What follows belongs to an exercise in optimizing a design on an open flow for small area; a production flow would make more cautious choices. In this exercise RTL edits were held to simulation tests only and were not proved equivalent to the original. Power is estimated from default activity; no workload was simulated.

Setup of run 1:
## reg_fetch_mp
module reg_fetch_mp #(
    parameter int XLEN      = 32,
    parameter int NUM_REGS  = 32,
    parameter int NUM_RD    = 2,
    parameter int NUM_WB    = 2,
    parameter int PAYLOAD_W = 64,
    parameter int IDX_W     = $clog2(NUM_REGS)
) (
    input  logic                      i_clk,
    input  logic                      i_rst,
    input  logic                      i_flush,
    input  logic                      i_stall,
    input  logic                      i_valid,
    input  logic [PAYLOAD_W-1:0]      i_payload,
    input  logic [NUM_RD-1:0]         i_rs_valid,
    input  logic [NUM_RD*IDX_W-1:0]   i_rs_idx,
    input  logic [NUM_WB-1:0]         i_wb_valid,
    input  logic [NUM_WB*IDX_W-1:0]   i_wb_idx,
    input  logic [NUM_WB*XLEN-1:0]    i_wb_data,
    output logic                      o_valid,
    output logic [PAYLOAD_W-1:0]      o_payload,
    output logic [NUM_RD-1:0]         o_rs_valid,
    output logic [NUM_RD*XLEN-1:0]    o_rs_data
);
    logic [XLEN-1:0]      r_regs     [1:NUM_REGS-1];
    logic [XLEN-1:0]      w_regs_nxt [1:NUM_REGS-1];
    logic                 r_valid;
    logic [PAYLOAD_W-1:0] r_payload;
    logic [NUM_RD-1:0]    r_rs_valid;
    logic [XLEN-1:0]      r_rs_data  [NUM_RD];
    logic [IDX_W-1:0]     r_held_idx [NUM_RD];
    logic [IDX_W-1:0]     w_wb_idx   [NUM_WB];
    logic [XLEN-1:0]      w_wb_data  [NUM_WB];
    logic w_clr, w_adv, w_hold;
    assign w_clr  = i_rst | i_flush;
    assign w_adv  = ~w_clr & ~i_stall;
    assign w_hold = ~w_clr &  i_stall;
    generate
        for (genvar w = 0; w < NUM_WB; w++) begin : g_wb_unpack
            assign w_wb_idx[w]  = i_wb_idx[w*IDX_W +: IDX_W];
            assign w_wb_data[w] = i_wb_data[w*XLEN +: XLEN];
        end
    endgenerate
    generate
        for (genvar r = 1; r < NUM_REGS; r++) begin : g_rf
            logic w_hit0, w_hit1, w_s0, w_s1, w_sh;
            assign w_hit0 = i_wb_valid[0] & (w_wb_idx[0] == IDX_W'(r));
            assign w_hit1 = i_wb_valid[1] & (w_wb_idx[1] == IDX_W'(r));
            assign w_s1   = ~i_rst &  w_hit1;
            assign w_s0   = ~i_rst &  w_hit0 & ~w_hit1;
            assign w_sh   = ~i_rst & ~w_hit0 & ~w_hit1;
            assign w_regs_nxt[r] = ({XLEN{w_sh}} & r_regs[r])
                                 | ({XLEN{w_s1}} & w_wb_data[1])
                                 | ({XLEN{w_s0}} & w_wb_data[0]);
  ...
Settings: LEC_CHECK=0, ABC_AREA=1, CAP_MARGIN=20, CORE_MARGIN=2, CORE_UTILIZATION=30, SLEW_MARGIN=20; clock period 5.0 ns.
standard.sh (not shown) runs the stock make flow with config.mk's settings and CLKGATE_MAP_FILE= SYNTH_SCRIPT=/design/flow/synth_recipe.tcl, a recipe that flattens the netlist after the stock synthesis.
==> flow/flow/run.sh <==
#!/bin/bash
# Own layout flow: the standard synthesis, then an area-only re-map of the
# combinational logic (registers untouched), then the standard layout steps.
set -euo pipefail
W=$(pwd)
R=$W/orfs/results/${FLOW_PLATFORM}/reg_fetch_mp/base
bash standard.sh synth > $W/flow_synth.log 2>&1
cp $R/1_2_yosys.v $W/std_synth.v
REMAP_IN=$W/std_synth.v REMAP_OUT=$W/remap.v REMAP_SCRIPT=$W/flow/area.abc \
REMAP_LIB=$FLOW_HOME/platforms/${FLOW_PLATFORM}/lib/sky130_fd_sc_hd__tt_025C_1v80.lib \
REMAP_DONTUSE=$W/flow/dontuse.txt REMAP_TOP=$FLOW_TOP \
  yosys -c $W/flow/remap.tcl > $W/flow_remap.log 2>&1
cp $W/remap.v $R/1_2_yosys.v
rm -f $R/1_synth.odb $R/1_synth.sdc
bash standard.sh > $W/flow_layout.log 2>&1
Other scripts of this flow, unchanged in this note and not shown: flow/flow/area.abc, flow/flow/dontuse.txt, flow/flow/remap.tcl
Run 1 finished all stages; the layout is clean.
The following lists how run 2 was set up differently from run 1:
- CTS_BUF_LIST now sky130_fd_sc_hd__clkbuf_8, previously not set
- CORE_UTILIZATION now 40, was 30
-- flow/flow/run.sh --
<<< run 1, line 15
bash standard.sh > $W/flow_layout.log 2>&1
>>> run 2, line 15
# Clock tree without dummy loads; small port buffers.
bash standard.sh \
  "CTS_ARGS=-sink_clustering_enable -repair_clock_nets -dont_use_dummy_load -sink_clustering_size 14 -sink_clustering_max_diameter 40 -buf_list {sky130_fd_sc_hd__clkbuf_8}" \
  "BUFFER_PORTS_ARGS=-buffer_cell sky130_fd_sc_hd__buf_1" \
  finish > $W/flow_layout.log 2>&1
Findings:
[compare] base=run 1 new=run 2: floorplan die width shows a reduction of about 13%, switching power share of the total shows an increase of 1.2 points, clock-buffer cell count shows a reduction of 16%, number of tap instances shows a reduction of 522. Run 2 ends up with higher actual transition at the worst max-transition pin than run 1 does.
### run 2 -> run 3
- swapping 40 for 50 in CORE_UTILIZATION
-- flow/flow/run.sh --
<<< run 2, line 19
>>> run 3, line 19
  RECOVER_POWER=100 \
==> notes.md <==
Run 2: done, clean on timing, DRC and antenna
Layout checks on run 3: not met. Flow itself completed; violations: max-capacitance violations, max-slew violations, negative setup slack.
Taking run 2 as the reference, in run 3 minimum setup slack after placement went down 0.012 ns, routability congestion estimate went up, layout-stage area growth over the synthesis result went down 2.7 points, largest net degree at the start of global routing now larger, design area down 2.2%.
Run 3 ended up with a higher final count of negative-setup-slack endpoints than run 2 did.
The core utilization number comes out higher for run 3 vs run 2.
Diff run 2 and run 3: hold slack higher in run 2
Combinational power essentially unchanged between run 3 and run 2.
Run 2 reports its master of the slowest instance on the critical path as sky130_fd_sc_hd__nor4_1 while run 3 reports sky130_fd_sc_hd__clkbuf_1.
Relative to run 3, the following input files were edited for run 4:
- SLEW_MARGIN: 20 -> 10
- CAP_MARGIN: 20 -> 10
- CORE_UTILIZATION: 50 -> 40
-- flow/flow/run.sh --
<<< run 3, line 19
  RECOVER_POWER=100 \
>>> run 4, line 19
==> comparison <==
Net count reported at finish was lower in run 3 than in run 4. Run 4 ends up with higher antenna diode instance count than run 3 does. Compared with run 3, run 4 shows a lower clock period minus final worst setup slack. Status: clock-pin slew on the worst setup and hold paths parity (run 4, run 3). Going from run 3 to run 4, clock distribution area overhead in the final layout flat; total power density per cell area down about 1.7%; detailed route wirelength on metal3 down about 11%; data required time at the worst endpoint down 0.04 ns. Every stage of the flow completed for run 4, and the final layout passed the timing, DRC and antenna checks. Non-clock buffer contribution to total cell area for run 4: 0.97 points up relative to run 3. When the final numbers for run 3 and run 4 were put side by side, the fraction of area in registers turned out to be smaller in run 4.
The inputs of run 5 differ from those of run 4 as listed below.
- swapping 10 for 20 in SLEW_MARGIN
- putting PLACE_DENSITY at 0.75 where nothing was set
- swapping 10 for 20 in CAP_MARGIN
Results
Summary of run 5 over run 4: clock skew increased 0.046 ns; routed metal-1 wire length now smaller; final critical path time including I/O delays and setup saw a decrease. Compared with run 4, run 5 shows a met1 layer usage reported by global route that is 3.5 points lower. Measured against each other, run 5 and run 4 differ in HPWL reported at the end of detailed placement, the lower figure coming from run 5. Diff run 4..run 5 | final total negative setup slack | negligible. Run 5 vs. run 4: number of buffers inserted during clock tree synthesis moved down, utilization moved down, number of clock buffer instances in the layout moved down.

* * *

reg_fetch_mp again, from the RTL that the note above started with.
==> flow/design.v (excerpt) <==
module reg_fetch_mp #(
    parameter int XLEN      = 32,
    parameter int NUM_REGS  = 32,
    parameter int NUM_RD    = 2,
    parameter int NUM_WB    = 2,
    parameter int PAYLOAD_W = 64,
    parameter int IDX_W     = $clog2(NUM_REGS)
) (
    input  logic                      i_clk,
    input  logic                      i_rst,
    input  logic                      i_flush,
    input  logic                      i_stall,
    input  logic                      i_valid,
    input  logic [PAYLOAD_W-1:0]      i_payload,
    input  logic [NUM_RD-1:0]         i_rs_valid,
    input  logic [NUM_RD*IDX_W-1:0]   i_rs_idx,
    input  logic [NUM_WB-1:0]         i_wb_valid,
    input  logic [NUM_WB*IDX_W-1:0]   i_wb_idx,
    input  logic [NUM_WB*XLEN-1:0]    i_wb_data,
    output logic                      o_valid,
    output logic [PAYLOAD_W-1:0]      o_payload,
    output logic [NUM_RD-1:0]         o_rs_valid,
    output logic [NUM_RD*XLEN-1:0]    o_rs_data
);
Settings: LEC_CHECK=0, ABC_AREA=1, CAP_MARGIN=15, CORE_MARGIN=2, CORE_UTILIZATION=40, CTS_BUF_LIST=sky130_fd_sc_hd__clkbuf_8, PLACE_DENSITY=0.75, SLEW_MARGIN=15; clock period 5.0 ns.
==> flow/flow/run.sh <==
#!/bin/bash
# Own layout flow: the standard synthesis, then an area-only re-map of the
# combinational logic (registers untouched), then the standard layout steps.
set -euo pipefail
W=$(pwd)
R=$W/orfs/results/${FLOW_PLATFORM}/reg_fetch_mp/base
bash standard.sh synth > $W/flow_synth.log 2>&1
cp $R/1_2_yosys.v $W/std_synth.v
REMAP_IN=$W/std_synth.v REMAP_OUT=$W/remap.v REMAP_SCRIPT=$W/flow/area.abc \
REMAP_LIB=$FLOW_HOME/platforms/${FLOW_PLATFORM}/lib/sky130_fd_sc_hd__tt_025C_1v80.lib \
REMAP_DONTUSE=$W/flow/dontuse.txt REMAP_TOP=$FLOW_TOP \
  yosys -c $W/flow/remap.tcl > $W/flow_remap.log 2>&1
cp $W/remap.v $R/1_2_yosys.v
rm -f $R/1_synth.odb $R/1_synth.sdc
# Clock tree without dummy loads; small port buffers.
bash standard.sh \
  "CTS_ARGS=-sink_clustering_enable -repair_clock_nets -dont_use_dummy_load -sink_clustering_size 14 -sink_clustering_max_diameter 40 -buf_list {sky130_fd_sc_hd__clkbuf_8}" \
  "BUFFER_PORTS_ARGS=-buffer_cell sky130_fd_sc_hd__buf_1" \
  finish > $W/flow_layout.log 2>&1
Other scripts of this flow, unchanged in this note and not shown: flow/flow/area.abc, flow/flow/dontuse.txt, flow/flow/remap.tcl
Change:
--- a/flow/flow/run.sh
+++ b/flow/flow/run.sh
@@ -17 +17 @@
-  "CTS_ARGS=-sink_clustering_enable -repair_clock_nets -dont_use_dummy_load -sink_clustering_size 14 -sink_clustering_max_diameter 40 -buf_list {sky130_fd_sc_hd__clkbuf_8}" \
+  "CTS_ARGS=-sink_clustering_enable -repair_clock_nets -dont_use_dummy_load -buf_list {sky130_fd_sc_hd__clkbuf_4 sky130_fd_sc_hd__clkbuf_8}" \
--- a/flow/config.mk
+++ b/flow/config.mk
@@ -9 +9 @@
-export CAP_MARGIN = 15
+export CAP_MARGIN = 0
@@ -11,4 +11,3 @@
-export CORE_UTILIZATION = 40
-export CTS_BUF_LIST = sky130_fd_sc_hd__clkbuf_8
-export PLACE_DENSITY = 0.75
-export SLEW_MARGIN = 15
+export CORE_UTILIZATION = 30
+export CTS_BUF_LIST = sky130_fd_sc_hd__clkbuf_4 sky130_fd_sc_hd__clkbuf_8
+export SLEW_MARGIN = 0
Effect: With this change the flow completed and failed the layout checks on max-capacitance violations, max-slew violations. Final cell count is higher by about 9%. Die area is higher by 33%. Global-route usage is lower by 9.3 points. Clock-buffer cell count is higher by 51. Sequential power stays flat.

## separate check: timing with driven ports
The flow's constraints put no driver on any port. The routed layouts listed below were extracted and timed again, unchanged, in two steps.
Step 1 assumes that a clkbuf_16 drives the clock port and a buf_2 every other input.
Step 2 moves the port delays by t, midway between the first and last clock arrival at a register: inputs arrive t later, outputs are due t later. That takes back most of the time a late clock gives input paths.
Three values: no drivers, after step 1, after step 2; two values: the first two.
run	t (ns)	setup WS [ns]	worst setup path at the end	worst register clock-pin slew, ns	worst data-port slew with drivers (ns)
run 1	0.867	0.233 / 0.279 / -0.588	input to register	0.07 / 0.07	0.23
run 2	0.930	0.536 / 0.579 / -0.351	input to register	0.09 / 0.09	0.35
run 3	0.972	-0.165 / -0.107 / -1.078	input to register	0.09 / 0.09	0.10
run 4	0.938	0.454 / 0.498 / -0.440	input to register	0.09 / 0.09	0.32
run 5	0.957	0.598 / 0.639 / -0.318	input to register	0.09 / 0.09	0.39
the first run of note 2	0.924	0.479 / 0.524 / -0.400	input to register	0.09 / 0.09	0.39
the second run of note 2	0.984	0.576 / 0.616 / -0.368	input to register	0.07 / 0.07	0.33
For the second run of note 2, which loses most, drivers alone change the setup slack by +0.040 ns; drivers and shift together by -0.944 ns.
